Source: an optimization exercise on an open RTL-to-GDS flow (aim: small area and a short achievable clock period). Production flows keep margins and buffers that such runs may drop.
At most, simulation tests tie the RTL to the original design; equivalence was not proved.
The RTL of run 1 was laid out without a check of its function.
Power is estimated from default activity; no workload was simulated.

## flow/design.v (module list and top-level ports; edited modules follow where they fit)
// module efi_fa: 10 lines
// module efi_bsel: 10 lines
// module efi_bseln: 10 lines
// module efi_dot_product_accum: 1947 lines
// module efi_dot_product_accum_top: 27 lines
module efi_dot_product_accum_top (
   input  logic         clk0,
   input  logic         aclr0,
   input  logic         ena,
   input  logic         in_valid,
   input  logic         in_first,
   input  logic         in_last,
   input  logic [63:0]  ax,
   input  logic [63:0]  ay,
   output logic         out_valid,
   output logic [47:0]  result,
   output logic         out_overflow
);
  // ...
==> flow/flow/run.sh <==
#!/bin/bash
# The standard layout (the standard.sh, unchanged synthesis), with the
# port buffers that placement inserts made plain buf_2 cells instead of the
# delay buffers buffer_ports picks by default.
set -euo pipefail
export BUFFER_PORTS_ARGS="-buffer_cell sky130_fd_sc_hd__buf_2"
bash standard.sh > standard.log 2>&1
==> flow/standard.sh <==
#!/bin/bash
# synth_recipe.tcl (not shown) runs the flow's synth.tcl, then flattens the netlist and writes it again
# the make line also repeats each setting of config.mk as NAME=value (left out here)
make -C /OpenROAD-flow-scripts/flow DESIGN_CONFIG=/design/flow/config.mk WORK_HOME=/design/flow/orfs CLKGATE_MAP_FILE= SYNTH_SCRIPT=/design/flow/synth_recipe.tcl "${@:-finish}"
==> flow/config.mk <==
export PLATFORM = sky130hd
export DESIGN_NAME = efi_dot_product_accum_top
export DESIGN_NICKNAME = efi_dot_product_accum_top
export VERILOG_FILES = /design/flow/design.v
export SDC_FILE = /design/flow/constraint.sdc
export NUM_CORES = 4
export LEC_CHECK = 0
export ABC_AREA = 1
export CAP_MARGIN = 20
export CORE_MARGIN = 2
export CORE_UTILIZATION = 40
export CTS_BUF_LIST = sky130_fd_sc_hd__clkbuf_8
export SETUP_SLACK_MARGIN = 4.0
export SLEW_MARGIN = 20
export SYNTH_HIERARCHICAL = 1
==> flow/constraint.sdc <==
create_clock -name core_clock -period 7.5 [get_ports {clk0}]
set_input_delay 1.5000 -clock core_clock [delete_from_list [all_inputs] [get_ports {clk0}]]
set_output_delay 1.5000 -clock core_clock [all_outputs]
set_load 0.01 [all_outputs]
==> results.yml, run 1 <==
logic_synthesis:
  synth.yosys.warnings: 8
  synth_nets: 4824
  synth_area_per_cell_sq_um: 10.96
  synth_seq_cells: 569
  asyncSetResetFlopFracSynth_pct: 11.42
  sequential_to_total_area_share_from_yosys_stat_pct: 37.73
route:
  wl_per_cell_um: 24.02
  detailroute.via_count: 30848
cts:
  ctsHoldBuffers: 0
  clock_sinks: 569
layout:
  layout.clock_buffers: 101
  share_of_cell_area_taken_by_multi_input_logic_gates_pct: 52.02
  final.signal_inverter_count: 362
  number_of_flip_flops_under_the_largest_register_name: 197
  flow.area_growth_from_synthesis_pct: 8.139
power:
  p_per_area_mw_per_mm2: 488.3
  pwr.group.clock_mw: 2.68
  seq_power_share_pct: 30.0
run:
  cap_viol_max_count: 0
global_route:
  globalRoute.totalOverflow: 0
  first_global_vias: 30918
sta:
  max_clock_freq_ghz: 0.2854
  finalCriticalPeriod_ps: 3504
  setup_viol: 0
worst_setup_path:
  worst_path_most_repeated_cell: "sky130_fd_sc_hd__fa_1"
  setup.reg_to_reg.worst_slack_ps: 4000
  start_kind: "flop"
  critical_path_destination: "u_core.r1[54]"
worst_hold_path:
  worstHoldEndpoint: "u_core.r2[1]"
die:
  tapCellCount: 1488
run_status:
  status: "finished clean"
==> run 2: changes to the inputs <==
--- a/flow/design.v
+++ b/flow/design.v
@@ -1973,19 +1973,419 @@
    end
    logic [47:0] acc;
    logic        grp_ovf;
    wire         v_a = sb[3][2];
    wire         f_a = sb[3][1];
    wire         l_a = sb[3][0];
    wire [47:0]  acc_base = bz ? 48'd0 : acc;
    wire [47:0]  addend   = {{14{r3[33]}}, r3};
-   wire [47:0]  acc_next = acc_base + addend;
+   wire [47:0]  acc_next;
    wire         add_ovf  = (acc_base[47] == addend[47]) & (acc_next[47] != acc_base[47]);
    wire         ovf_next = (~f_a & grp_ovf) | add_ovf;
+   wire g1338 = acc_base[0] & addend[0];
+   wire g1339 = acc_base[1] & addend[1];
+   wire g1340 = acc_base[2] & addend[2];
+   wire g1341 = acc_base[3] & addend[3];
+   wire g1342 = acc_base[4] & addend[4];
+   wire g1343 = acc_base[5] & addend[5];
+   wire g1344 = acc_base[6] & addend[6];
+   wire g1345 = acc_base[7] & addend[7];
+   wire g1346 = acc_base[8] & addend[8];
+   wire g1347 = acc_base[9] & addend[9];
+   wire g1348 = acc_base[10] & addend[10];
+   wire g1349 = acc_base[11] & addend[11];
+   wire g1350 = acc_base[12] & addend[12];
+   wire g1351 = acc_base[13] & addend[13];
+   wire g1352 = acc_base[14] & addend[14];
+   wire g1353 = acc_base[15] & addend[15];
+   wire g1354 = acc_base[16] & addend[16];
+   wire g1355 = acc_base[17] & addend[17];
+   wire g1356 = acc_base[18] & addend[18];
+   wire g1357 = acc_base[19] & addend[19];
+   wire g1358 = acc_base[20] & addend[20];
+   wire g1359 = acc_base[21] & addend[21];
+   wire g1360 = acc_base[22] & addend[22];
+   wire g1361 = acc_base[23] & addend[23];
+   wire g1362 = acc_base[24] & addend[24];
+   wire g1363 = acc_base[25] & addend[25];
+   wire g1364 = acc_base[26] & addend[26];
+   wire g1365 = acc_base[27] & addend[27];
+   wire g1366 = acc_base[28] & addend[28];
+   wire g1367 = acc_base[29] & addend[29];
+   wire g1368 = acc_base[30] & addend[30];
+   wire g1369 = acc_base[31] & addend[31];
+   wire g1370 = acc_base[32] & addend[32];
+   wire g1371 = acc_base[33] & addend[33];
+   wire g1372 = acc_base[34] & addend[34];
+   wire g1373 = acc_base[35] & addend[35];
+   wire g1374 = acc_base[36] & addend[36];
+   wire g1375 = acc_base[37] & addend[37];
+   wire g1376 = acc_base[38] & addend[38];
+   wire g1377 = acc_base[39] & addend[39];
+   wire g1378 = acc_base[40] & addend[40];
+   wire g1379 = acc_base[41] & addend[41];
+   wire g1380 = acc_base[42] & addend[42];
+   wire g1381 = acc_base[43] & addend[43];
+   wire g1382 = acc_base[44] & addend[44];
+   wire g1383 = acc_base[45] & addend[45];
+   wire g1384 = acc_base[46] & addend[46];
+   wire g1385 = acc_base[47] & addend[47];
+   wire h1386 = acc_base[0] ^ addend[0];
+   wire h1387 = acc_base[1] ^ addend[1];
+   wire h1388 = acc_base[2] ^ addend[2];
+   wire h1389 = acc_base[3] ^ addend[3];
+   wire h1390 = acc_base[4] ^ addend[4];
+   wire h1391 = acc_base[5] ^ addend[5];
+   wire h1392 = acc_base[6] ^ addend[6];
+   wire h1393 = acc_base[7] ^ addend[7];
+   wire h1394 = acc_base[8] ^ addend[8];
+   wire h1395 = acc_base[9] ^ addend[9];
+   wire h1396 = acc_base[10] ^ addend[10];
+   wire h1397 = acc_base[11] ^ addend[11];
+   wire h1398 = acc_base[12] ^ addend[12];
+   wire h1399 = acc_base[13] ^ addend[13];
+   wire h1400 = acc_base[14] ^ addend[14];
+   wire h1401 = acc_base[15] ^ addend[15];
+   wire h1402 = acc_base[16] ^ addend[16];
+   wire h1403 = acc_base[17] ^ addend[17];
+   wire h1404 = acc_base[18] ^ addend[18];
+   wire h1405 = acc_base[19] ^ addend[19];
+   wire h1406 = acc_base[20] ^ addend[20];
+   wire h1407 = acc_base[21] ^ addend[21];
+   wire h1408 = acc_base[22] ^ addend[22];
+   wire h1409 = acc_base[23] ^ addend[23];
+   wire h1410 = acc_base[24] ^ addend[24];
+   wire h1411 = acc_base[25] ^ addend[25];
+   wire h1412 = acc_base[26] ^ addend[26];
+   wire h1413 = acc_base[27] ^ addend[27];
+   wire h1414 = acc_base[28] ^ addend[28];
+   wire h1415 = acc_base[29] ^ addend[29];
+   wire h1416 = acc_base[30] ^ addend[30];
+   wire h1417 = acc_base[31] ^ addend[31];
+   wire h1418 = acc_base[32] ^ addend[32];
+   wire h1419 = acc_base[33] ^ addend[33];
+   wire h1420 = acc_base[34] ^ addend[34];
+   wire h1421 = acc_base[35] ^ addend[35];
+   wire h1422 = acc_base[36] ^ addend[36];
+   wire h1423 = acc_base[37] ^ addend[37];
+   wire h1424 = acc_base[38] ^ addend[38];
+   wire h1425 = acc_base[39] ^ addend[39];
+   wire h1426 = acc_base[40] ^ addend[40];
+   wire h1427 = acc_base[41] ^ addend[41];
+   wire h1428 = acc_base[42] ^ addend[42];
+   wire h1429 = acc_base[43] ^ addend[43];
+   wire h1430 = acc_base[44] ^ addend[44];
+   wire h1431 = acc_base[45] ^ addend[45];
+   wire h1432 = acc_base[46] ^ addend[46];
+   wire h1433 = acc_base[47] ^ addend[47];
+   wire g1434 = g1339 | (h1387 & g1338);
+   wire q1435 = h1387 & h1386;
+   wire g1436 = g1341 | (h1389 & g1340);
+   wire q1437 = h1389 & h1388;
+   wire g1438 = g1343 | (h1391 & g1342);
+   wire q1439 = h1391 & h1390;
+   wire g1440 = g1345 | (h1393 & g1344);
+   wire q1441 = h1393 & h1392;
+   wire g1442 = g1347 | (h1395 & g1346);
+   wire q1443 = h1395 & h1394;
+   wire g1444 = g1349 | (h1397 & g1348);
+   wire q1445 = h1397 & h1396;
+   wire g1446 = g1351 | (h1399 & g1350);
+   wire q1447 = h1399 & h1398;
+   wire g1448 = g1353 | (h1401 & g1352);
+   wire q1449 = h1401 & h1400;
+   wire g1450 = g1355 | (h1403 & g1354);
+   wire q1451 = h1403 & h1402;
+   wire g1452 = g1357 | (h1405 & g1356);
+   wire q1453 = h1405 & h1404;
+   wire g1454 = g1359 | (h1407 & g1358);
+   wire q1455 = h1407 & h1406;
+   wire g1456 = g1361 | (h1409 & g1360);
+   wire q1457 = h1409 & h1408;
+   wire g1458 = g1363 | (h1411 & g1362);
+   wire q1459 = h1411 & h1410;
+   wire g1460 = g1365 | (h1413 & g1364);
+   wire q1461 = h1413 & h1412;
+   wire g1462 = g1367 | (h1415 & g1366);
+   wire q1463 = h1415 & h1414;
+   wire g1464 = g1369 | (h1417 & g1368);
+   wire q1465 = h1417 & h1416;
+   wire g1466 = g1371 | (h1419 & g1370);
+   wire q1467 = h1419 & h1418;
+   wire g1468 = g1373 | (h1421 & g1372);
+   wire q1469 = h1421 & h1420;
+   wire g1470 = g1375 | (h1423 & g1374);
+   wire q1471 = h1423 & h1422;
+   wire g1472 = g1377 | (h1425 & g1376);
+   wire q1473 = h1425 & h1424;
+   wire g1474 = g1379 | (h1427 & g1378);
+   wire q1475 = h1427 & h1426;
+   wire g1476 = g1381 | (h1429 & g1380);
+   wire q1477 = h1429 & h1428;
+   wire g1478 = g1383 | (h1431 & g1382);
+   wire q1479 = h1431 & h1430;
+   wire g1480 = g1385 | (h1433 & g1384);
+   wire q1481 = h1433 & h1432;
+   wire g1482 = g1340 | (h1388 & g1434);
+   wire q1483 = h1388 & q1435;
+   wire g1484 = g1436 | (q1437 & g1434);
+   wire q1485 = q1437 & q1435;
+   wire g1486 = g1344 | (h1392 & g1438);
+   wire q1487 = h1392 & q1439;
+   wire g1488 = g1440 | (q1441 & g1438);
+   wire q1489 = q1441 & q1439;
+   wire g1490 = g1348 | (h1396 & g1442);
+   wire q1491 = h1396 & q1443;
+   wire g1492 = g1444 | (q1445 & g1442);
+   wire q1493 = q1445 & q1443;
+   wire g1494 = g1352 | (h1400 & g1446);
+   wire q1495 = h1400 & q1447;
+   wire g1496 = g1448 | (q1449 & g1446);
+   wire q1497 = q1449 & q1447;
+   wire g1498 = g1356 | (h1404 & g1450);
+   wire q1499 = h1404 & q1451;
+   wire g1500 = g1452 | (q1453 & g1450);
+   wire q1501 = q1453 & q1451;
+   wire g1502 = g1360 | (h1408 & g1454);
+   wire q1503 = h1408 & q1455;
+   wire g1504 = g1456 | (q1457 & g1454);
+   wire q1505 = q1457 & q1455;
+   wire g1506 = g1364 | (h1412 & g1458);
+   wire q1507 = h1412 & q1459;
+   wire g1508 = g1460 | (q1461 & g1458);
+   wire q1509 = q1461 & q1459;
+   wire g1510 = g1368 | (h1416 & g1462);
+   wire q1511 = h1416 & q1463;
+   wire g1512 = g1464 | (q1465 & g1462);
+   wire q1513 = q1465 & q1463;
+   wire g1514 = g1372 | (h1420 & g1466);
+   wire q1515 = h1420 & q1467;
+   wire g1516 = g1468 | (q1469 & g1466);
+   wire q1517 = q1469 & q1467;
+   wire g1518 = g1376 | (h1424 & g1470);
+   wire q1519 = h1424 & q1471;
+   wire g1520 = g1472 | (q1473 & g1470);
+   wire q1521 = q1473 & q1471;
+   wire g1522 = g1380 | (h1428 & g1474);
+   wire q1523 = h1428 & q1475;
+   wire g1524 = g1476 | (q1477 & g1474);
+   wire q1525 = q1477 & q1475;
+   wire g1526 = g1384 | (h1432 & g1478);
+   wire q1527 = h1432 & q1479;
+   wire g1528 = g1480 | (q1481 & g1478);
+   wire q1529 = q1481 & q1479;
+   wire g1530 = g1342 | (h1390 & g1484);
+   wire q1531 = h1390 & q1485;
+   wire g1532 = g1438 | (q1439 & g1484);
+   wire q1533 = q1439 & q1485;
+   wire g1534 = g1486 | (q1487 & g1484);
+   wire q1535 = q1487 & q1485;
+   wire g1536 = g1488 | (q1489 & g1484);
+   wire q1537 = q1489 & q1485;
+   wire g1538 = g1350 | (h1398 & g1492);
+   wire q1539 = h1398 & q1493;
+   wire g1540 = g1446 | (q1447 & g1492);
+   wire q1541 = q1447 & q1493;
+   wire g1542 = g1494 | (q1495 & g1492);
+   wire q1543 = q1495 & q1493;
+   wire g1544 = g1496 | (q1497 & g1492);
+   wire q1545 = q1497 & q1493;
+   wire g1546 = g1358 | (h1406 & g1500);
+   wire q1547 = h1406 & q1501;
+   wire g1548 = g1454 | (q1455 & g1500);
+   wire q1549 = q1455 & q1501;
+   wire g1550 = g1502 | (q1503 & g1500);
+   wire q1551 = q1503 & q1501;
+   wire g1552 = g1504 | (q1505 & g1500);
+   wire q1553 = q1505 & q1501;
+   wire g1554 = g1366 | (h1414 & g1508);
+   wire q1555 = h1414 & q1509;
+   wire g1556 = g1462 | (q1463 & g1508);
+   wire q1557 = q1463 & q1509;
+   wire g1558 = g1510 | (q1511 & g1508);
+   wire q1559 = q1511 & q1509;
+   wire g1560 = g1512 | (q1513 & g1508);
+   wire q1561 = q1513 & q1509;
+   wire g1562 = g1374 | (h1422 & g1516);
+   wire q1563 = h1422 & q1517;
+   wire g1564 = g1470 | (q1471 & g1516);
+   wire q1565 = q1471 & q1517;
+   wire g1566 = g1518 | (q1519 & g1516);
+   wire q1567 = q1519 & q1517;
+   wire g1568 = g1520 | (q1521 & g1516);
+   wire q1569 = q1521 & q1517;
+   wire g1570 = g1382 | (h1430 & g1524);
+   wire q1571 = h1430 & q1525;
+   wire g1572 = g1478 | (q1479 & g1524);
+   wire q1573 = q1479 & q1525;
+   wire g1574 = g1526 | (q1527 & g1524);
+   wire q1575 = q1527 & q1525;
+   wire g1576 = g1528 | (q1529 & g1524);
+   wire q1577 = q1529 & q1525;
+   wire g1578 = g1346 | (h1394 & g1536);
+   wire q1579 = h1394 & q1537;
+   wire g1580 = g1442 | (q1443 & g1536);
+   wire q1581 = q1443 & q1537;
+   wire g1582 = g1490 | (q1491 & g1536);
+   wire q1583 = q1491 & q1537;
+   wire g1584 = g1492 | (q1493 & g1536);
+   wire q1585 = q1493 & q1537;
+   wire g1586 = g1538 | (q1539 & g1536);
+   wire q1587 = q1539 & q1537;
+   wire g1588 = g1540 | (q1541 & g1536);
+   wire q1589 = q1541 & q1537;
+   wire g1590 = g1542 | (q1543 & g1536);
+   wire q1591 = q1543 & q1537;
+   wire g1592 = g1544 | (q1545 & g1536);
+   wire q1593 = q1545 & q1537;
+   wire g1594 = g1362 | (h1410 & g1552);
+   wire q1595 = h1410 & q1553;
+   wire g1596 = g1458 | (q1459 & g1552);
+   wire q1597 = q1459 & q1553;
+   wire g1598 = g1506 | (q1507 & g1552);
+   wire q1599 = q1507 & q1553;
+   wire g1600 = g1508 | (q1509 & g1552);
+   wire q1601 = q1509 & q1553;
+   wire g1602 = g1554 | (q1555 & g1552);
+   wire q1603 = q1555 & q1553;
+   wire g1604 = g1556 | (q1557 & g1552);
+   wire q1605 = q1557 & q1553;
+   wire g1606 = g1558 | (q1559 & g1552);
+   wire q1607 = q1559 & q1553;
+   wire g1608 = g1560 | (q1561 & g1552);
+   wire q1609 = q1561 & q1553;
+   wire g1610 = g1378 | (h1426 & g1568);
+   wire q1611 = h1426 & q1569;
+   wire g1612 = g1474 | (q1475 & g1568);
+   wire q1613 = q1475 & q1569;
+   wire g1614 = g1522 | (q1523 & g1568);
+   wire q1615 = q1523 & q1569;
+   wire g1616 = g1524 | (q1525 & g1568);
+   wire q1617 = q1525 & q1569;
+   wire g1618 = g1570 | (q1571 & g1568);
+   wire q1619 = q1571 & q1569;
+   wire g1620 = g1572 | (q1573 & g1568);
+   wire q1621 = q1573 & q1569;
+   wire g1622 = g1574 | (q1575 & g1568);
+   wire q1623 = q1575 & q1569;
+   wire g1624 = g1576 | (q1577 & g1568);
+   wire q1625 = q1577 & q1569;
+   wire g1626 = g1354 | (h1402 & g1592);
+   wire q1627 = h1402 & q1593;
+   wire g1628 = g1450 | (q1451 & g1592);
+   wire q1629 = q1451 & q1593;
+   wire g1630 = g1498 | (q1499 & g1592);
+   wire q1631 = q1499 & q1593;
+   wire g1632 = g1500 | (q1501 & g1592);
+   wire q1633 = q1501 & q1593;
+   wire g1634 = g1546 | (q1547 & g1592);
+   wire q1635 = q1547 & q1593;
+   wire g1636 = g1548 | (q1549 & g1592);
+   wire q1637 = q1549 & q1593;
+   wire g1638 = g1550 | (q1551 & g1592);
+   wire q1639 = q1551 & q1593;
+   wire g1640 = g1552 | (q1553 & g1592);
+   wire q1641 = q1553 & q1593;
+   wire g1642 = g1594 | (q1595 & g1592);
+   wire q1643 = q1595 & q1593;
+   wire g1644 = g1596 | (q1597 & g1592);
+   wire q1645 = q1597 & q1593;
+   wire g1646 = g1598 | (q1599 & g1592);
+   wire q1647 = q1599 & q1593;
+   wire g1648 = g1600 | (q1601 & g1592);
+   wire q1649 = q1601 & q1593;
+   wire g1650 = g1602 | (q1603 & g1592);
+   wire q1651 = q1603 & q1593;
+   wire g1652 = g1604 | (q1605 & g1592);
+   wire q1653 = q1605 & q1593;
+   wire g1654 = g1606 | (q1607 & g1592);
+   wire q1655 = q1607 & q1593;
+   wire g1656 = g1608 | (q1609 & g1592);
+   wire q1657 = q1609 & q1593;
+   wire g1658 = g1370 | (h1418 & g1656);
+   wire q1659 = h1418 & q1657;
+   wire g1660 = g1466 | (q1467 & g1656);
+   wire q1661 = q1467 & q1657;
+   wire g1662 = g1514 | (q1515 & g1656);
+   wire q1663 = q1515 & q1657;
+   wire g1664 = g1516 | (q1517 & g1656);
+   wire q1665 = q1517 & q1657;
+   wire g1666 = g1562 | (q1563 & g1656);
+   wire q1667 = q1563 & q1657;
+   wire g1668 = g1564 | (q1565 & g1656);
+   wire q1669 = q1565 & q1657;
+   wire g1670 = g1566 | (q1567 & g1656);
+   wire q1671 = q1567 & q1657;
+   wire g1672 = g1568 | (q1569 & g1656);
+   wire q1673 = q1569 & q1657;
+   wire g1674 = g1610 | (q1611 & g1656);
+   wire q1675 = q1611 & q1657;
+   wire g1676 = g1612 | (q1613 & g1656);
+   wire q1677 = q1613 & q1657;
+   wire g1678 = g1614 | (q1615 & g1656);
+   wire q1679 = q1615 & q1657;
+   wire g1680 = g1616 | (q1617 & g1656);
+   wire q1681 = q1617 & q1657;
+   wire g1682 = g1618 | (q1619 & g1656);
+   wire q1683 = q1619 & q1657;
+   wire g1684 = g1620 | (q1621 & g1656);
+   wire q1685 = q1621 & q1657;
+   wire g1686 = g1622 | (q1623 & g1656);
+   wire q1687 = q1623 & q1657;
+   wire g1688 = g1624 | (q1625 & g1656);
+   wire q1689 = q1625 & q1657;
+   wire z1690 = h1387 ^ g1338;
+   wire z1691 = h1388 ^ g1434;
+   wire z1692 = h1389 ^ g1482;
+   wire z1693 = h1390 ^ g1484;
+   wire z1694 = h1391 ^ g1530;
+   wire z1695 = h1392 ^ g1532;
+   wire z1696 = h1393 ^ g1534;
+   wire z1697 = h1394 ^ g1536;
+   wire z1698 = h1395 ^ g1578;
+   wire z1699 = h1396 ^ g1580;
+   wire z1700 = h1397 ^ g1582;
+   wire z1701 = h1398 ^ g1584;
+   wire z1702 = h1399 ^ g1586;
+   wire z1703 = h1400 ^ g1588;
+   wire z1704 = h1401 ^ g1590;
+   wire z1705 = h1402 ^ g1592;
+   wire z1706 = h1403 ^ g1626;
+   wire z1707 = h1404 ^ g1628;
+   wire z1708 = h1405 ^ g1630;
+   wire z1709 = h1406 ^ g1632;
+   wire z1710 = h1407 ^ g1634;
+   wire z1711 = h1408 ^ g1636;
+   wire z1712 = h1409 ^ g1638;
+   wire z1713 = h1410 ^ g1640;
+   wire z1714 = h1411 ^ g1642;
+   wire z1715 = h1412 ^ g1644;
+   wire z1716 = h1413 ^ g1646;
+   wire z1717 = h1414 ^ g1648;
+   wire z1718 = h1415 ^ g1650;
+   wire z1719 = h1416 ^ g1652;
+   wire z1720 = h1417 ^ g1654;
+   wire z1721 = h1418 ^ g1656;
+   wire z1722 = h1419 ^ g1658;
+   wire z1723 = h1420 ^ g1660;
+   wire z1724 = h1421 ^ g1662;
+   wire z1725 = h1422 ^ g1664;
+   wire z1726 = h1423 ^ g1666;
+   wire z1727 = h1424 ^ g1668;
+   wire z1728 = h1425 ^ g1670;
+   wire z1729 = h1426 ^ g1672;
+   wire z1730 = h1427 ^ g1674;
+   wire z1731 = h1428 ^ g1676;
+   wire z1732 = h1429 ^ g1678;
+   wire z1733 = h1430 ^ g1680;
+   wire z1734 = h1431 ^ g1682;
+   wire z1735 = h1432 ^ g1684;
+   wire z1736 = h1433 ^ g1686;
+   assign acc_next = {z1736, z1735, z1734, z1733, z1732, z1731, z1730, z1729, z1728, z1727, z1726, z1725, z1724, z1723, z1722, z1721, z1720, z1719, z1718, z1717, z1716, z1715, z1714, z1713, z1712, z1711, z1710, z1709, z1708, z1707, z1706, z1705, z1704, z1703, z1702, z1701, z1700, z1699, z1698, z1697, z1696, z1695, z1694, z1693, z1692, z1691, z1690, h1386};
    always_ff @(posedge clk0) if (ena & v_a) acc <= acc_next;
    always_ff @(posedge clk0 or posedge aclr0) begin
       if (aclr0) begin
          acc_clr      <= 1'b1;
          grp_ovf      <= 1'b0;
          out_valid    <= 1'b0;
          result       <= '0;
          out_overflow <= 1'b0;
--- a/flow/config.mk
+++ b/flow/config.mk
@@ -5,11 +5,12 @@
 export SDC_FILE = /design/flow/constraint.sdc
 export NUM_CORES = 4
 export LEC_CHECK = 0
 export ABC_AREA = 1
 export CAP_MARGIN = 20
 export CORE_MARGIN = 2
 export CORE_UTILIZATION = 40
 export CTS_BUF_LIST = sky130_fd_sc_hd__clkbuf_8
-export SETUP_SLACK_MARGIN = 4.0
+export SETUP_SLACK_MARGIN = 4.3
 export SLEW_MARGIN = 20
 export SYNTH_HIERARCHICAL = 1
+export TNS_END_PERCENT = 10
==> results.yml, run 2 <==
worst_hold_path:
  min_path_type: "reg -> reg"
cts:
  clockBufferDepth: 3
  clock_insertion_delay_worst_skew_ps: 770
  clock_tree.htree_level_count: 3
  ctsHoldBuffers: 0
  cts.root.buffer_cell: "sky130_fd_sc_hd__clkbuf_8"
  clock_tree_from_tritoncts: "built"
  clock_sinks: 569
  clk_pin_slew_worst_paths_ps: 60
  clock_buffer_count_from_cts: 98
logic_synthesis:
  synth-adder-area-share_pct: 28.04
  synth-simple-area-share_pct: 6.069
  synth-compound-area-share_pct: 8.990
  yosysTopAreaCellShare_pct: 35.26
  synth_top_cells_by_area: "sky130_fd_sc_hd__edfxtp_1, sky130_fd_sc_hd__fa_1, sky130_fd_sc_hd__xor2_1"
  synth.cells.most_frequent: "sky130_fd_sc_hd__xor2_1, sky130_fd_sc_hd__fa_1, sky130_fd_sc_hd__edfxtp_1, sky130_fd_sc_hd__o22ai_1, sky130_fd_sc_hd__nand2_1"
  synth_top_area_cell: "sky130_fd_sc_hd__edfxtp_1"
  muxShareOfSynthArea_pct: 0
  synth.yosys.warnings: 8
  asyncSetResetFlopFracSynth_pct: 11.42
  synth_flop_cell: "sky130_fd_sc_hd__edfxtp_1"
  synth-xor-area-share_pct: 12.46
  dominant_combinational_cell_family_by_area_after_synthesis: "adder cells"
  synthDistinctLibCells: 48
  mappedNetlistArea_sq_mm: 0.04292
  synth_nets: 4428
  synth_seq_cells: 569
  synth_edf_count: 504
  sequential_to_total_area_share_from_yosys_stat_pct: 39.05
  synth_area_per_cell_sq_um: 11.75
  yosysMostFrequentCell: "sky130_fd_sc_hd__xor2_1"
  post_synth_inst_count: 3652
placed_design:
  finalWeightedCongestion: 0.9352
  post-place-ws_ps: 3548
  post_dp_cell_area_sq_mm: 0.04455
  dpl.hpwl_um: 92640
  place_inst: 4930
  io_buffers: 183
sta:
  final.setup_skew_ps: 42.22
  worst_slack_ps: 4273
  setup_viol: 0
  slew-limit-headroom_pct: 28.54
  slew_violations: 0
  finalCriticalPeriod_ps: 3227
  setup_tns_after_final_layout_ps: 0
  finalHoldViolations: 0
  max_clock_freq_ghz: 0.3099
  final_min_period_over_clock_period_pct: 43.03
  tightest_slew_ps: 1072
  grt_setup_unrepaired: "true"
worst_setup_path:
  critical_path.slowest_cell: "sky130_fd_sc_hd__edfxtp_1"
  crit_path_buffers_inverters: 0
  crit_type: "reg -> reg"
  setup.worst_path.end_class: "flop"
  worst_path_most_repeated_cell: "sky130_fd_sc_hd__fa_1"
  path_cells: "o22ai_1 > xor2_1 > fa_1 > fa_1 > fa_1"
  critical-path-top-delay-family: "adder cells"
  timing.critical_path.arrival_ps: 3690
  worst-path-max-fanout: 16
  start_kind: "flop"
  critPathRequiredTime_ps: 7960
  slowest_delay_ps: 1020
layout:
  top_register: "u_core.r1"
  finish.net_count: 4601
  nFillCells: 9654
  number_of_flip_flops_under_the_largest_register_name: 197
  multiInputGateArea_sq_mm: 0.02386
  flow.area_growth_from_synthesis_pct: 14.99
  layout_common_cells: "sky130_fd_sc_hd__xor2_1, sky130_fd_sc_hd__fa_1, sky130_fd_sc_hd__edfxtp_1"
  most_common_cell_after_layout_fill_and_taps_aside: "sky130_fd_sc_hd__xor2_1"
  layout_top_registers: "u_core.r1 (197), u_core.r2 (65), u_core.axn_s0 (64)"
  finalNonFillerCells: 5314
  post_route_cells_drive_above_1_share_pct: 15.26
  regArea_sq_mm: 0.01677
  design_area_sq_mm: 0.04936
  layout.core_utilization_pct: 46.24
global_route:
  first_global_vias: 29116
  total_routing_resource_utilization_after_global_routing_pct: 22.84
  grt_max_degree: 161
  grt_pass1_wl_um: 189100
  globalRoute.totalOverflow: 0
  antenna_found_initial: 4
run_status:
  status: "finished clean"
power:
  leakage_nw: 20.29
  p_per_area_mw_per_mm2: 482.4
  peakVddDrop_mv: 0.3277
route:
  detail_route.iter0.violations: 3320
  detailroute.via_count: 29631
  post_drt_via_cell_ratio: 5.576
  drcViolationCount: 0
  detail_route.first_pass.iterations: 6
  routed_wirelength_um: 127400
  postRouteAntennaNets: 0
  wl_per_cell_um: 23.97
run:
  cap_viol_max_count: 0
die:
  die_w_um: 331.6
  io-pin-count: 184
  initial_utilization_pct: 40.21
  core_sq_mm: 0.1068
  chipHeight_um: 331.6
  fp-row-count: 120
  floorplan.die_area_sq_mm: 0.1099
==> run 2: changes by cell type after synthesis, sizes merged, moves of 6 or more <==
| cell | delta |
|---|---|
| nand2 | -158 |
| inv | -105 |
| nor2 | -65 |
| a21oi | -28 |
| o21ai | -24 |
| nand4 | -18 |
| nand3 | -7 |
| and2 | -6 |
==> run 2: worst paths after layout <==
check                      cells past startpoint                 to         startpoint  slack (ps)
max                                            5     u_core.r1[139]  u_core.axn_s0[61]        4270
min                                            0       u_core.r2[2]       u_core.r1[2]         420
max reg2reg                                    5     u_core.r1[139]  u_core.axn_s0[61]        4270
min reg2reg                                    0       u_core.r2[2]       u_core.r1[2]         420
max in group asynchronous                      3  u_core.result[24]              aclr0        5910
min in group asynchronous                      3   u_core.result[4]              aclr0        1000
==> run 2: kinds of logic after synthesis <==
| logic type | count (synthesis) |
|---|---|
| simple gates | 603 |
| compound gates | 632 |
| buf+inv | 598 |
| flops | 569 |
| fa+ha+maj | 642 |
| xor+xnor | 608 |
==> run 2: per-stage QoR <==
| step | power (mW) | hold WS (ps) |
|---|---|---|
| floorplan | 15.10 | 400.3 |
| global placement | 20.14 | 405.7 |
| detailed placement | 20.56 | 404.5 |
| CTS | 23.43 | 418.2 |
| global route | 25.88 | 423.8 |
| finish | 23.81 | 415.3 |
==> run 2: cell type report <==
cell class / instances / area share, %
inverter: 259 / 1.972
timing repair buffer: 412 / 8.243
clock inverter: 78 / 1.027
sequential: 569 / 33.97
multi-input combinational: 2485 / 48.33
clock buffer: 103 / 2.872
tap: 1403 / 3.556
antenna: 5 / 0.02535
==> run 2: per-module statistics from Yosys, one instance, submodules excluded, a selection <==
module	cell area (sq um)	cells inside	times used	flops+latches
efi_dot_product_accum	32690	3141	1	569
efi_fa	20.02	1	511	0
==> run 2: report_power, final <==
part,total [mW],switching [mW],internal (mW)
sequential,6.75,0.694,6.06
combinational,14.3,8.16,6.13
clock,2.77,1.33,1.43
total,23.8,10.2,13.6
==> run 2: metal layers <==
metal / global-route usage [%] / routed length (um) / vias up
li1: - / - / 12702
met2: 33.53 / 54930 / 1827
met1: 31.61 / 52260 / 14709
met5: 0 / 8 / -
met3: 7.325 / 15070 / 391
met4: 8.443 / 5142 / 2
==> run 2: timing repair <==
item	CTS	global route
setup buffers	15	183
pin swaps	1	0
setup endpoints to repair	95	117
resized for setup	1	2
==> run 3: changes to the inputs <==
--- a/flow/config.mk
+++ b/flow/config.mk
@@ -10,7 +10,6 @@
 export CORE_MARGIN = 2
 export CORE_UTILIZATION = 40
 export CTS_BUF_LIST = sky130_fd_sc_hd__clkbuf_8
-export SETUP_SLACK_MARGIN = 4.3
+export SETUP_SLACK_MARGIN = 4.0
 export SLEW_MARGIN = 20
 export SYNTH_HIERARCHICAL = 1
-export TNS_END_PERCENT = 10
==> results.yml, run 3 <==
cts:
  clock_sinks: 569
  clock_tree.htree_level_count: 3
  clock_buffer_count_from_cts: 98
  clockBufferDepth: 3
  cts.root.buffer_cell: "sky130_fd_sc_hd__clkbuf_8"
  clock_insertion_delay_worst_skew_ps: 760
  clock_tree_from_tritoncts: "built"
  clk_pin_slew_worst_paths_ps: 60
global_route:
  antenna_found_initial: 5
  globalRoute.totalOverflow: 0
  grt.met1_usage_pct: 31.59
  global_route.usage.met2_pct: 33.40
  global_route_met3_usage_pct: 7.419
  first_global_vias: 29070
  total_routing_resource_utilization_after_global_routing_pct: 22.81
  grt_max_degree: 161
  grt_pass1_wl_um: 188800
  grt-busiest-layer: "met2"
logic_synthesis:
  synthDistinctLibCells: 48
  yosysMostFrequentCell: "sky130_fd_sc_hd__xor2_1"
  synth.cells.most_frequent: "sky130_fd_sc_hd__xor2_1, sky130_fd_sc_hd__fa_1, sky130_fd_sc_hd__edfxtp_1, sky130_fd_sc_hd__o22ai_1, sky130_fd_sc_hd__nand2_1"
  synth_edf_count: 504
  dominant_combinational_cell_family_by_area_after_synthesis: "adder cells"
  synth_seq_cells: 569
  synth-compound-area-share_pct: 8.990
  yosysTopAreaCellShare_pct: 35.26
  synth_top_cells_by_area: "sky130_fd_sc_hd__edfxtp_1, sky130_fd_sc_hd__fa_1, sky130_fd_sc_hd__xor2_1"
  synth_nets: 4428
  sequential_to_total_area_share_from_yosys_stat_pct: 39.05
  synth_area_per_cell_sq_um: 11.75
  synth-simple-area-share_pct: 6.069
  synth-adder-area-share_pct: 28.04
  synth.yosys.warnings: 8
  post_synth_inst_count: 3652
  muxShareOfSynthArea_pct: 0
  synth_top_area_cell: "sky130_fd_sc_hd__edfxtp_1"
  synth_flop_cell: "sky130_fd_sc_hd__edfxtp_1"
  mappedNetlistArea_sq_mm: 0.04292
  synth-xor-area-share_pct: 12.46
  asyncSetResetFlopFracSynth_pct: 11.42
die:
  initial_utilization_pct: 40.21
  chipHeight_um: 331.6
  io-pin-count: 184
  floorplan.die_area_sq_mm: 0.1099
  fp-row-count: 120
  die_w_um: 331.6
  core_sq_mm: 0.1068
placed_design:
  finalWeightedCongestion: 0.9352
  dpl.hpwl_um: 92640
  io_buffers: 183
  post-place-ws_ps: 3548
power:
  leakage_nw: 18.85
  switching_share_pct: 43.10
  totalPowerFinal_mw: 23.45
  net_switching_power_mw: 10.11
  p_clk_share_pct: 11.8
  comb_power_share_pct: 58.1
  cell_internal_pwr_mw: 13.34
  peakVddDrop_mv: 0.3274
  seq_power_share_pct: 30.1
  p_per_area_mw_per_mm2: 504.0
route:
  detail_route.iter0.violations: 3262
  post_drt_via_cell_ratio: 5.618
  postRouteAntennaNets: 0
  routed_wirelength_um: 125700
  detail_route.first_pass.iterations: 7
  drcViolationCount: 0
  detailroute.via_count: 28766
  wl_per_cell_um: 24.54
sta:
  setup_viol: 0
  finalHoldWorstSlack_ps: 415.1
  finalCriticalPeriod_ps: 3453
  worst_slack_ps: 4047
  finalHoldViolations: 0
  slew_violations: 0
  final.setup_skew_ps: 40.91
  slew-limit-headroom_pct: 21.59
  tightest_slew_ps: 1176
  grt_setup_unrepaired: "false"
  setup_tns_after_final_layout_ps: 0
  final_min_period_over_clock_period_pct: 46.03
  max_clock_freq_ghz: 0.2896
layout:
  most_common_cell_after_layout_fill_and_taps_aside: "sky130_fd_sc_hd__xor2_1"
  number_of_flip_flops_under_the_largest_register_name: 197
  layout_common_cells: "sky130_fd_sc_hd__xor2_1, sky130_fd_sc_hd__fa_1, sky130_fd_sc_hd__edfxtp_1"
  top_register: "u_core.r1"
  layout.core_utilization_pct: 43.59
  layout_top_registers: "u_core.r1 (197), u_core.r2 (65), u_core.axn_s0 (64)"
  flow.area_growth_from_synthesis_pct: 8.410
  finish.net_count: 4405
  post_route_cells_drive_above_1_share_pct: 10.78
worst_setup_path:
  reg2regPathDepth: 5
  setup.worst_path.end_class: "flop"
  worst-path-max-fanout: 16
  start_kind: "flop"
  timing.critical_path.arrival_ps: 3920
  crit_type: "reg -> reg"
  critPathRequiredTime_ps: 7960
worst_hold_path:
  hold-path-cell-count: 0
  min_path_type: "reg -> reg"
run_status:
  status: "finished clean"
run:
  cap_viol_max_count: 0
## run 3: cell counts after synthesis
Identical to the previous run, type by type.
## run 3: repair_timing
| action | CTS | global route |
|---|---|---|
| gates resized for setup | 1 | 0 |
| setup buffers | 1 | 1 |
| setup endpoints to repair | 36 | 4 |
| hold buffers | 0 | 0 |
## run 3: layout make-up
class	instances	area (sq um)
sequential	569	16770
timing repair buffer	216	1242
fill	9920	60220
antenna	7	17.52
tap	1403	1755
clock inverter	78	506.7
inverter	259	973.4
multi-input combinational	2485	23850
clock buffer	103	1418
## run 3: Yosys stat by module, one instance, submodules excluded, a selection
module                 area (sq um)  flops+latches  cells  copies in the design
efi_dot_product_accum         32690            569   3141                     1
efi_fa                        20.02              0      1                   511
## run 3: worst paths after layout
path / endpoint / slack, ps / startpoint
min in group asynchronous: u_core.result[4] / 1000 / aclr0
worst min register to register: u_core.r2[2] / 420 / u_core.r1[2]
worst max-delay path: u_core.r1[91] / 4050 / u_core.axn_s0[25]
max in group asynchronous: u_core.result[24] / 5920 / aclr0
worst max register to register: u_core.r1[91] / 4050 / u_core.axn_s0[25]
worst min-delay path: u_core.r2[2] / 420 / u_core.r1[2]
## run 3: cell families after synthesis
| logic type | count (synthesis) |
|---|---|
| flops | 569 |
| compound gates | 632 |
| xor+xnor | 608 |
| simple gates | 603 |
| buf+inv | 598 |
| fa+ha+maj | 642 |
## run 3: critical path: stages, from the launching register on
cell and delay, ps:
sky130_fd_sc_hd__edfxtp_1 1060, sky130_fd_sc_hd__o22ai_1 190, sky130_fd_sc_hd__xor2_1 240, sky130_fd_sc_hd__fa_1 470
sky130_fd_sc_hd__fa_1 690, sky130_fd_sc_hd__fa_1 490
## run 3: layer usage
metal	vias to the layer above	share of wire, %	wire (um)
met1	14366	42	52400
met4	2	4.0	5009
met5	-	0.0064	8
li1	12324	-	-
met2	1721	43	53490
met3	353	12	14760
## run 3: stage by stage
| stage | instance area [sq um] | cells |
|---|---|---|
| after floorplan | 42920 | 3652 |
| after global placement | 44530 | 4929 |
| after detailed placement | 44550 | 4930 |
| after CTS | 46500 | 5112 |
| after global routing | 46530 | 5117 |
| final | 46530 | 5120 |
## run 3: power by group through the flow
stage / Combinational, mW / Sequential, mW / Clock [mW]
6_report: 13.6 / 7.06 / 2.76
5_1_grt: 15.3 / 7.19 / 3.00
4_1_cts: 13.5 / 7.06 / 2.86
3_5_place_dp: 13.4 / 7.12 / 0
3_3_place_gp: 13.1 / 7.09 / 0
2_1_floorplan: 8.54 / 6.56 / 0
==> run 4: changes to the inputs <==
--- a/flow/config.mk
+++ b/flow/config.mk
@@ -10,6 +10,8 @@
 export CORE_MARGIN = 2
 export CORE_UTILIZATION = 40
 export CTS_BUF_LIST = sky130_fd_sc_hd__clkbuf_8
+export CTS_CLUSTER_DIAMETER = 100
+export CTS_CLUSTER_SIZE = 14
 export SETUP_SLACK_MARGIN = 4.0
 export SLEW_MARGIN = 20
 export SYNTH_HIERARCHICAL = 1
==> results.yml, run 4 <==
run_status:
  status: "finished clean"
layout:
  layout.core_utilization_pct: 42.54
  layout_top_registers: "u_core.r1 (197), u_core.r2 (65), u_core.axn_s0 (64)"
  finish.net_count: 4354
  top_register: "u_core.r1"
  number_of_flip_flops_under_the_largest_register_name: 197
  layout_common_cells: "sky130_fd_sc_hd__xor2_1, sky130_fd_sc_hd__fa_1, sky130_fd_sc_hd__edfxtp_1"
  nFillCells: 9973
  post_route_cells_drive_above_1_share_pct: 8.849
  most_common_cell_after_layout_fill_and_taps_aside: "sky130_fd_sc_hd__xor2_1"
  flow.area_growth_from_synthesis_pct: 5.789
  design_area_sq_mm: 0.04541
route:
  routed_wirelength_um: 125200
  drcViolationCount: 0
  detail_route.first_pass.iterations: 5
  detail_route.iter0.violations: 3334
  postRouteAntennaNets: 0
  post_drt_via_cell_ratio: 5.627
  detailroute.via_count: 28199
  wl_per_cell_um: 24.99
cts:
  clock_sinks: 569
  ctsHoldBuffers: 0
  clock_tree.htree_level_count: 2
  clock_tree_from_tritoncts: "built"
  cts.root.buffer_cell: "sky130_fd_sc_hd__clkbuf_8"
  clk_pin_slew_worst_paths_ps: 90
  clockBufferDepth: 3
  clock_insertion_delay_worst_skew_ps: 730
  clock_buffer_count_from_cts: 47
sta:
  finalHoldWorstSlack_ps: 426.2
  setup_viol: 0
  final_min_period_over_clock_period_pct: 45.67
  slew-limit-headroom_pct: 21.63
  max_clock_freq_ghz: 0.2920
  finalCriticalPeriod_ps: 3425
  setup_tns_after_final_layout_ps: 0
  grt_setup_unrepaired: "false"
  final.setup_skew_ps: 20.73
  tightest_slew_ps: 1176
  finalHoldViolations: 0
  slew_violations: 0
  worst_slack_ps: 4075
die:
  die_w_um: 331.6
  initial_utilization_pct: 40.21
  floorplan.die_area_sq_mm: 0.1099
  chipHeight_um: 331.6
  fp-row-count: 120
  io-pin-count: 184
  core_sq_mm: 0.1068
worst_setup_path:
  critPathRequiredTime_ps: 7950
  worst-path-max-fanout: 17
  crit_type: "reg -> reg"
  setup.worst_path.end_class: "flop"
  start_kind: "flop"
  timing.critical_path.arrival_ps: 3880
global_route:
  globalRoute.totalOverflow: 0
  grt_pass1_wl_um: 188200
  grt_max_degree: 161
  total_routing_resource_utilization_after_global_routing_pct: 22.69
  first_global_vias: 28656
  antenna_found_initial: 4
logic_synthesis:
  synth_top_cells_by_area: "sky130_fd_sc_hd__edfxtp_1, sky130_fd_sc_hd__fa_1, sky130_fd_sc_hd__xor2_1"
  synth_nets: 4428
  sequential_to_total_area_share_from_yosys_stat_pct: 39.05
  yosysTopAreaCellShare_pct: 35.26
  synth_edf_count: 504
  mappedNetlistArea_sq_mm: 0.04292
  asyncSetResetFlopFracSynth_pct: 11.42
  synth_seq_cells: 569
  post_synth_inst_count: 3652
  synthDistinctLibCells: 48
  synth_area_per_cell_sq_um: 11.75
  synth.cells.most_frequent: "sky130_fd_sc_hd__xor2_1, sky130_fd_sc_hd__fa_1, sky130_fd_sc_hd__edfxtp_1, sky130_fd_sc_hd__o22ai_1, sky130_fd_sc_hd__nand2_1"
  synth.yosys.warnings: 8
  yosysMostFrequentCell: "sky130_fd_sc_hd__xor2_1"
  synth_flop_cell: "sky130_fd_sc_hd__edfxtp_1"
  synth_top_area_cell: "sky130_fd_sc_hd__edfxtp_1"
placed_design:
  post_dp_cell_area_sq_mm: 0.04455
  dpl.hpwl_um: 92640
  finalWeightedCongestion: 0.9352
  post-place-ws_ps: 3548
  io_buffers: 183
power:
  net_switching_power_mw: 9.879
  switching_share_pct: 44.14
  p_clk_share_pct: 7.5
  peakVddDrop_mv: 0.2649
  seq_power_share_pct: 31.5
  comb_power_share_pct: 61.0
  cell_internal_pwr_mw: 12.50
  p_per_area_mw_per_mm2: 492.9
  leakage_nw: 18.23
run:
  cap_viol_max_count: 0
worst_hold_path:
  min_path_type: "reg -> reg"
[run 4: cell types whose count changed in the layout (fill, tap and decap cells not counted)]
| cell | change |
|---|---|
| sky130_fd_sc_hd__clkinv_1 | -15 |
| sky130_fd_sc_hd__clkinv_2 | -16 |
| sky130_fd_sc_hd__clkbuf_8 | -56 |
| sky130_fd_sc_hd__inv_12 | -2 |
| sky130_fd_sc_hd__nand2_2 | -1 |
| sky130_fd_sc_hd__inv_16 | -1 |
| sky130_fd_sc_hd__diode_2 | -4 |
| sky130_fd_sc_hd__bufinv_16 | -4 |
| sky130_fd_sc_hd__inv_1 | -9 |
| sky130_fd_sc_hd__nand2_8 | +1 |
| sky130_fd_sc_hd__clkinvlp_4 | -2 |
[run 4: power groups by stage]
stage                     Sequential (mW)  Combinational [mW]  Clock [mW]
after floorplan                      6.56                8.54           0
after global placement               7.09                13.1           0
after detailed placement             7.12                13.4           0
after CTS                            7.05                13.5        1.75
after global routing                 7.17                15.4        1.85
final                                7.05                13.7        1.67
[run 4: area by class of cell]
type	instances	area (sq um)	area share (%)
Multi-Input combinational cell	2485	23870	52.56
Sequential cell	569	16770	36.93
Tap cell	1403	1755	3.866
Timing Repair Buffer	216	1242	2.736
Inverter	259	973.4	2.144
Clock buffer	47	646.9	1.425
Clock inverter	29	148.9	0.3279
Antenna cell	3	7.507	0.01653
[run 4: Yosys stat by module (local to each module, per instance), excerpt]
module	times used	cells inside	cell area (sq um)
efi_dot_product_accum	1	3141	32690
efi_fa	511	1	20.02
[run 4: what timing repair did]
item                                    in CTS  in global routing
resized for setup                            1                  2
hold endpoints to repair                     0                  0
endpoints found under the setup margin      39                  5
buffers inserted                             1                  1
[run 4: cell families after synthesis]
| kind of cell | count (synthesis) | share of synthesized area [%] |
|---|---|---|
| XOR/XNOR | 608 | 12.46 |
| AND/OR/NAND/NOR | 603 | 6.069 |
| buffers and inverters | 598 | 5.393 |
| flip-flops | 569 | 39.05 |
| adder cells (fa/ha/maj) | 642 | 28.04 |
| AO/OA/AOI/OAI | 632 | 8.990 |
[run 4: metal layers]
metal / up-vias / wire length (um) / GRT usage, %
met1: 14055 / 52460 / 31.65
met3: 312 / 14900 / 7.091
li1: 12159 / - / -
met4: 2 / 4632 / 7.860
met5: - / 8 / 0
met2: 1671 / 53220 / 33.42
[run 4: per-stage QoR]
| step | cells | power, mW |
|---|---|---|
| 6_report | 5011 | 22.38 |
| 5_1_grt | 5009 | 24.39 |
| 4_1_cts | 5007 | 22.25 |
| 3_5_place_dp | 4930 | 20.56 |
| 3_3_place_gp | 4929 | 20.14 |
| 2_1_floorplan | 3652 | 15.10 |
[run 4: critical path, stage by stage, from the launching register on]
cell and delay, ps:
sky130_fd_sc_hd__edfxtp_1 920, sky130_fd_sc_hd__o22ai_1 220, sky130_fd_sc_hd__xor2_1 210, sky130_fd_sc_hd__fa_1 730, sky130_fd_sc_hd__fa_1 510, sky130_fd_sc_hd__fa_1 550
[run 4: path summary, 6_finish.rpt]
check	slack [ps]	from	end	cells after the start
worst min-delay path	430	u_core.r1[196]	u_core.r2[64]	0
max in group asynchronous	5900	aclr0	u_core.result[31]	3
min in group asynchronous	1010	aclr0	u_core.result[13]	3
worst max-delay path	4070	u_core.bonen_s0[2]	u_core.r1[81]	5
worst min register to register	430	u_core.r1[196]	u_core.r2[64]	0
worst max register to register	4070	u_core.bonen_s0[2]	u_core.r1[81]	5
==> run 5: changes to the inputs <==
--- a/flow/config.mk
+++ b/flow/config.mk
@@ -8,10 +8,10 @@
 export ABC_AREA = 1
 export CAP_MARGIN = 20
 export CORE_MARGIN = 2
-export CORE_UTILIZATION = 40
+export CORE_UTILIZATION = 55
 export CTS_BUF_LIST = sky130_fd_sc_hd__clkbuf_8
 export CTS_CLUSTER_DIAMETER = 100
 export CTS_CLUSTER_SIZE = 14
-export SETUP_SLACK_MARGIN = 4.0
+export SETUP_SLACK_MARGIN = 3.85
 export SLEW_MARGIN = 20
 export SYNTH_HIERARCHICAL = 1
==> results.yml, run 5 <==
logic_synthesis:
  synth.yosys.warnings: 8
  synthDistinctLibCells: 48
  yosysMostFrequentCell: "sky130_fd_sc_hd__xor2_1"
  sequential_to_total_area_share_from_yosys_stat_pct: 39.05
  synth.cells.most_frequent: "sky130_fd_sc_hd__xor2_1, sky130_fd_sc_hd__fa_1, sky130_fd_sc_hd__edfxtp_1, sky130_fd_sc_hd__o22ai_1, sky130_fd_sc_hd__nand2_1"
  yosysTopAreaCellShare_pct: 35.26
  synth_flop_cell: "sky130_fd_sc_hd__edfxtp_1"
  synth_top_area_cell: "sky130_fd_sc_hd__edfxtp_1"
  synth_edf_count: 504
  synth_area_per_cell_sq_um: 11.75
  synth_nets: 4428
  synth_seq_cells: 569
  mappedNetlistArea_sq_mm: 0.04292
  asyncSetResetFlopFracSynth_pct: 11.42
  synth_top_cells_by_area: "sky130_fd_sc_hd__edfxtp_1, sky130_fd_sc_hd__fa_1, sky130_fd_sc_hd__xor2_1"
  post_synth_inst_count: 3652
cts:
  clockBufferDepth: 3
  clock_buffer_count_from_cts: 46
  clock_tree.htree_level_count: 2
  clk_pin_slew_worst_paths_ps: 100
  clock_insertion_delay_worst_skew_ps: 710
  clock_tree_from_tritoncts: "built"
  cts.root.buffer_cell: "sky130_fd_sc_hd__clkbuf_8"
  clock_sinks: 569
layout:
  finish.net_count: 4360
  nFillCells: 6465
  most_common_cell_after_layout_fill_and_taps_aside: "sky130_fd_sc_hd__xor2_1"
  top_register: "u_core.r1"
  layout_common_cells: "sky130_fd_sc_hd__xor2_1, sky130_fd_sc_hd__fa_1, sky130_fd_sc_hd__edfxtp_1"
  layout_top_registers: "u_core.r1 (197), u_core.r2 (65), u_core.axn_s0 (64)"
  post_route_cells_drive_above_1_share_pct: 8.983
  flow.area_growth_from_synthesis_pct: 4.652
  number_of_flip_flops_under_the_largest_register_name: 197
global_route:
  grt-busiest-layer: "met2"
  global_route.usage.met2_pct: 48.43
  globalRoute.totalOverflow: 0
  first_global_vias: 29650
  grt.met1_usage_pct: 45.03
  global_route_met3_usage_pct: 9.928
  total_routing_resource_utilization_after_global_routing_pct: 32.17
  grt_pass1_wl_um: 192100
  grt_max_degree: 85
  antenna_found_initial: 6
die:
  chipHeight_um: 283.4
  initial_utilization_pct: 55.50
  fp-row-count: 102
  floorplan.die_area_sq_mm: 0.08029
  io-pin-count: 184
  die_w_um: 283.4
  core_sq_mm: 0.07734
sta:
  final_min_period_over_clock_period_pct: 47.14
  final.setup_skew_ps: 44.44
  setup_tns_after_final_layout_ps: 0
  grt_setup_unrepaired: "false"
  slew-limit-headroom_pct: 19.56
  finalHoldViolations: 0
  tightest_slew_ps: 1207
  setup_viol: 0
  finalCriticalPeriod_ps: 3535
  slew_violations: 0
  max_clock_freq_ghz: 0.2829
power:
  p_per_area_mw_per_mm2: 494.1
  peakVddDrop_mv: 0.2630
  leakage_nw: 18.24
  totalPowerFinal_mw: 22.20
placed_design:
  io_buffers: 183
  finalWeightedCongestion: 0.9852
  dpl.hpwl_um: 95140
worst_setup_path:
  timing.critical_path.arrival_ps: 3940
  setup.worst_path.end_class: "flop"
  path_cells: "xnor2_1 > fa_1 > fa_1 > fa_1"
  critPathRequiredTime_ps: 7900
  worst_path_most_repeated_cell: "sky130_fd_sc_hd__fa_1"
  start_kind: "flop"
  slowest_delay_ps: 1110
  critical_path.slowest_cell: "sky130_fd_sc_hd__edfxtp_1"
  critical-path-top-delay-family: "adder cells"
  worst-path-max-fanout: 18
  crit_type: "reg -> reg"
  crit_path_buffers_inverters: 0
route:
  wl_per_cell_um: 27.68
  post_drt_via_cell_ratio: 6.221
  detail_route.first_pass.iterations: 8
  detail_route.iter0.violations: 2893
  postRouteAntennaNets: 0
  routed_wirelength_um: 128800
  detailroute.via_count: 28932
  drcViolationCount: 0
run_status:
  status: "finished clean"
run:
  cap_viol_max_count: 0
worst_hold_path:
  min_path_type: "reg -> reg"
-- run 5: layout make-up --
class	instances	area, sq um	area share (%)
clock buffer	46	633.1	1.409
tap	1040	1301	2.897
sequential	569	16770	37.33
inverter	259	973.4	2.167
timing repair buffer	223	1254	2.791
multi-input combinational	2485	23850	53.10
antenna	4	10.01	0.02228
clock inverter	25	128.9	0.2869
-- run 5: logic make-up (layout without fill, tap and decap cells) --
kind of cell	Yosys count	after routing	share of synthesized area, %
adder cells (fa/ha/maj)	642	642	28.04
AO/OA/AOI/OAI	632	632	8.990
XOR/XNOR	608	608	12.46
AND/OR/NAND/NOR	603	603	6.069
buffers and inverters	598	553	5.393
flip-flops	569	569	39.05
other	0	4	0
-- run 5: where the power goes --
part	switching, mW	internal [mW]	leakage (nW)	total, mW
Clock	1.03	0.577	0.467	1.61
Combinational	7.72	5.84	12.0	13.6
Sequential	0.988	6.04	5.73	7.03
Total	9.74	12.5	18.2	22.2
-- run 5: metrics by stage --
step	area (sq um)	utilization (%)	setup slack (ps)	hold slack (ps)	std cells
after floorplan	42920	-	4372	400.3	3652
after global placement	44100	57.02	3335	411.1	4574
after detailed placement	44100	57.02	3312	421.8	4574
after CTS	44910	58.07	4023	432.1	4647
after global routing	44920	58.08	3864	436.1	4649
final	44920	58.08	3965	423.9	4651
-- run 5: metal layers --
metal / vias to the layer above / part of all wire, %
met2: 1721 / 44
met3: 346 / 12
met5: - / 0.018
li1: 12152 / -
met4: 4 / 3.3
met1: 14709 / 41
-- run 5: what timing repair did --
item	4_1_cts	5_1_grt
buffers inserted	2	0
hold buffers	0	0
endpoints found under the setup margin	46	0
gates resized for setup	1	0
-- run 5: path summary, 6_finish.rpt --
kind / from / to / slack (ps) / depth (start not counted)
max: u_core.bneg_s0[0] / u_core.r1[101] / 3960 / 4
min: u_core.r1[5] / u_core.r2[4] / 420 / 0
max reg2reg: u_core.bneg_s0[0] / u_core.r1[101] / 3960 / 4
min reg2reg: u_core.r1[5] / u_core.r2[4] / 420 / 0
max in group asynchronous: aclr0 / u_core.result[21] / 5720 / 3
min in group asynchronous: aclr0 / u_core.result[1] / 700 / 2
-- run 5: per-module statistics from Yosys, one instance, submodules excluded, a selection --
module | flops+latches | copies in the design
efi_fa | 0 | 511
efi_dot_product_accum | 569 | 1
==> run 6: changes to the inputs <==
--- a/flow/config.mk
+++ b/flow/config.mk
@@ -8,7 +8,7 @@
 export ABC_AREA = 1
 export CAP_MARGIN = 20
 export CORE_MARGIN = 2
-export CORE_UTILIZATION = 55
+export CORE_UTILIZATION = 40
 export CTS_BUF_LIST = sky130_fd_sc_hd__clkbuf_8
 export CTS_CLUSTER_DIAMETER = 100
 export CTS_CLUSTER_SIZE = 14
==> results.yml, run 6 <==
run_status:
  status: "finished clean"
cts:
  clock_sinks: 569
  clock_tree.htree_level_count: 2
  clockBufferDepth: 3
  ctsHoldBuffers: 0
  clock_insertion_delay_worst_skew_ps: 730
  cts.root.buffer_cell: "sky130_fd_sc_hd__clkbuf_8"
  clock_buffer_count_from_cts: 47
  clk_pin_slew_worst_paths_ps: 90
  clock_tree_from_tritoncts: "built"
run:
  cap_viol_max_count: 0
power:
  net_switching_power_mw: 9.861
  p_per_area_mw_per_mm2: 492.5
  totalPowerFinal_mw: 22.36
  cell_internal_pwr_mw: 12.50
  switching_share_pct: 44.11
  comb_power_share_pct: 61.0
  leakage_nw: 18.23
  seq_power_share_pct: 31.5
  p_clk_share_pct: 7.5
  peakVddDrop_mv: 0.2647
global_route:
  grt_max_degree: 161
  first_global_vias: 28661
  total_routing_resource_utilization_after_global_routing_pct: 22.67
  grt_pass1_wl_um: 188000
  antenna_found_initial: 4
  globalRoute.totalOverflow: 0
route:
  drcViolationCount: 0
  post_drt_via_cell_ratio: 5.646
  wl_per_cell_um: 24.98
  routed_wirelength_um: 125200
  postRouteAntennaNets: 0
  detail_route.first_pass.iterations: 6
  detailroute.via_count: 28297
  detail_route.iter0.violations: 3243
placed_design:
  finalWeightedCongestion: 0.9352
  dpl.hpwl_um: 92640
  io_buffers: 183
worst_setup_path:
  critical_path_destination: "u_core.r1[54]"
  cp-startpoint: "u_core.axn_s0[25]"
  critical_path.reg2reg.startpoint: "u_core.axn_s0[25]"
  start_kind: "flop"
  setup.reg_to_reg.worst_slack_ps: 4100
  rr_endpoint: "u_core.r1[54]"
  setup.worst_path.end_class: "flop"
  crit_type: "reg -> reg"
  timing.critical_path.arrival_ps: 3860
  worst-path-max-fanout: 16
  critPathRequiredTime_ps: 7960
  reg2regPathDepth: 5
die:
  io-pin-count: 184
  floorplan.die_area_sq_mm: 0.1099
  die_w_um: 331.6
  fp-row-count: 120
  initial_utilization_pct: 40.21
  chipHeight_um: 331.6
  core_sq_mm: 0.1068
sta:
  slew-limit-headroom_pct: 22.63
  max_clock_freq_ghz: 0.2942
  finalHoldViolations: 0
  tightest_slew_ps: 1161
  slew_violations: 0
  final.setup_skew_ps: 21.68
  finalCriticalPeriod_ps: 3399
  setup_viol: 0
  grt_setup_unrepaired: "false"
  setup_tns_after_final_layout_ps: 0
  final_min_period_over_clock_period_pct: 45.32
layout:
  finish.net_count: 4354
  layout_top_registers: "u_core.r1 (197), u_core.r2 (65), u_core.axn_s0 (64)"
  regArea_sq_mm: 0.01677
  post_route_cells_drive_above_1_share_pct: 8.849
  layout_common_cells: "sky130_fd_sc_hd__xor2_1, sky130_fd_sc_hd__fa_1, sky130_fd_sc_hd__edfxtp_1"
  nFillCells: 9973
  most_common_cell_after_layout_fill_and_taps_aside: "sky130_fd_sc_hd__xor2_1"
  number_of_flip_flops_under_the_largest_register_name: 197
  flow.area_growth_from_synthesis_pct: 5.763
  multiInputGateArea_sq_mm: 0.02385
  top_register: "u_core.r1"
logic_synthesis:
  synth_area_per_cell_sq_um: 11.75
  synth_edf_count: 504
  synth_top_cells_by_area: "sky130_fd_sc_hd__edfxtp_1, sky130_fd_sc_hd__fa_1, sky130_fd_sc_hd__xor2_1"
  post_synth_inst_count: 3652
  synth.cells.most_frequent: "sky130_fd_sc_hd__xor2_1, sky130_fd_sc_hd__fa_1, sky130_fd_sc_hd__edfxtp_1, sky130_fd_sc_hd__o22ai_1, sky130_fd_sc_hd__nand2_1"
  synth_flop_cell: "sky130_fd_sc_hd__edfxtp_1"
  synth_seq_cells: 569
  synth_top_area_cell: "sky130_fd_sc_hd__edfxtp_1"
  yosysMostFrequentCell: "sky130_fd_sc_hd__xor2_1"
  mappedNetlistArea_sq_mm: 0.04292
  yosysTopAreaCellShare_pct: 35.26
  synth_nets: 4428
  asyncSetResetFlopFracSynth_pct: 11.42
  sequential_to_total_area_share_from_yosys_stat_pct: 39.05
  synthDistinctLibCells: 48
  synth.yosys.warnings: 8
worst_hold_path:
  min_path_type: "reg -> reg"
-- run 6: changes by cell type in the layout (fill, tap and decap cells not counted), sizes merged --
| cell | change |
|---|---|
| buf | -7 |
| clkinv | +4 |
| clkbuf | +1 |
-- run 6: worst min-delay path by stage --
stage / startpoint / end / slack (ps) / depth (start not counted)
6_report: u_core.r1[196] / u_core.r2[64] / 430 / 0
5_1_grt: u_core.r1[2] / u_core.r2[2] / 440 / 0
4_1_cts: u_core.r1[196] / u_core.r2[64] / 430 / 0
3_5_place_dp: u_core.r1[196] / u_core.r2[64] / 400 / 0
3_3_place_gp: u_core.r1[0] / u_core.r2[0] / 410 / 0
2_1_floorplan: u_core.r1[0] / u_core.r2[0] / 400 / 0
-- run 6: worst max-delay path: stages (launching register included) --
cell and delay [ps]:
sky130_fd_sc_hd__edfxtp_1 1040, sky130_fd_sc_hd__o22ai_1 190, sky130_fd_sc_hd__xor2_1 210, sky130_fd_sc_hd__fa_1 490, sky130_fd_sc_hd__fa_1 660, sky130_fd_sc_hd__fa_1 520
-- run 6: area by class of cell --
| class | count | share of cell area, % |
|---|---|---|
| diodes | 4 | 0.02205 |
| clock buffers | 47 | 1.425 |
| clock inverters | 29 | 0.3280 |
| inverters | 259 | 2.144 |
| multi-input cells | 2485 | 52.54 |
| flip-flops and latches | 569 | 36.93 |
| well taps | 1403 | 3.867 |
| repair buffers | 216 | 2.737 |
-- run 6: cells by family (layout without fill, tap and decap cells) --
group           after synthesis  count (layout)  synth area share, %
fa+ha+maj                   642             642                28.04
compound gates              632             632                8.990
xor+xnor                    608             608                12.46
simple gates                603             603                6.069
buf+inv                     598             551                5.393
flops                       569             569                39.05
other cells                   0               4                    0
-- run 6: metal layers --
metal | track usage (%) | part of all wire, % | wire (um) | up-vias
li1 | - | - | - | 12162
met3 | 7.103 | 12 | 15020 | 318
met1 | 31.57 | 42 | 52160 | 14118
met4 | 7.918 | 3.7 | 4645 | 2
met5 | 0 | 0.0064 | 8 | -
met2 | 33.42 | 43 | 53350 | 1697
-- run 6: timing repair --
action	CTS	global route
resized for setup	1	0
setup endpoints to repair	21	10
setup buffers	0	2
endpoints found under the hold margin	0	0
-- run 6: Yosys stat by module, one instance, submodules excluded, a selection --
| module | flip-flops and latches | cells inside |
|---|---|---|
| efi_dot_product_accum | 569 | 3141 |
| efi_fa | 0 | 1 |
-- run 6: per-stage QoR --
step | hold slack [ps] | std cells | area, sq um | setup slack, ps | util, %
3_5_place_dp | 404.5 | 4930 | 44550 | 3548 | 41.73
6_report | 426.3 | 5012 | 45400 | 4101 | 42.53
5_1_grt | 439.9 | 5009 | 45390 | 3961 | 42.52
3_3_place_gp | 405.7 | 4929 | 44530 | 3571 | 41.72
4_1_cts | 427.7 | 5006 | 45350 | 3870 | 42.48
2_1_floorplan | 400.3 | 3652 | 42920 | 4372 | -
-- run 6: power by group through the flow --
stage	logic, mW	registers, mW	clock network, mW
2_1_floorplan	8.54	6.56	0
3_3_place_gp	13.1	7.09	0
3_5_place_dp	13.4	7.12	0
4_1_cts	13.4	7.05	1.75
5_1_grt	15.4	7.17	1.85
6_report	13.6	7.05	1.67

-- port drivers added, routing unchanged --
How much do the figures lean on ideal ports? The routed layouts below were timed once more, with nothing changed but the port constraints. Step 1 (the two cells are an assumption about what drives the block):
set clk [get_ports {clk0}]
set_driving_cell -lib_cell sky130_fd_sc_hd__clkbuf_16 $clk
set_driving_cell -lib_cell sky130_fd_sc_hd__buf_2 [delete_from_list [all_inputs] $clk]
Step 2 also shifts input and output timing later by t, the mid clock arrival at the registers, as if the neighbouring blocks saw the same clock. Slacks: no drivers / after step 1 / after step 2; pairs: no drivers / after step 1.
run	shift t [ns]	slack for setup (ns)	worst hold slack (ns)	worst data-port slew with drivers (ns)
run 1	0.804	3.996 / 3.996 / 3.402	0.426 / 0.426 / 0.426	0.07
run 2	0.819	4.273 / 4.273 / 3.825	0.415 / 0.415 / 0.415	0.05
run 3	0.819	4.047 / 4.047 / 3.844	0.415 / 0.415 / 0.415	0.05
run 4	0.789	4.075 / 4.075 / 3.822	0.426 / 0.426 / 0.426	0.05
run 5	0.760	3.965 / 3.965 / 3.665	0.424 / 0.424 / 0.424	0.06
run 6	0.790	4.101 / 4.101 / 3.823	0.426 / 0.426 / 0.426	0.05
After both steps setup and hold are still met in every run listed. The setup slack of run 1, which loses most, moves by 0.000 ns with the drivers and by -0.594 ns with both steps.
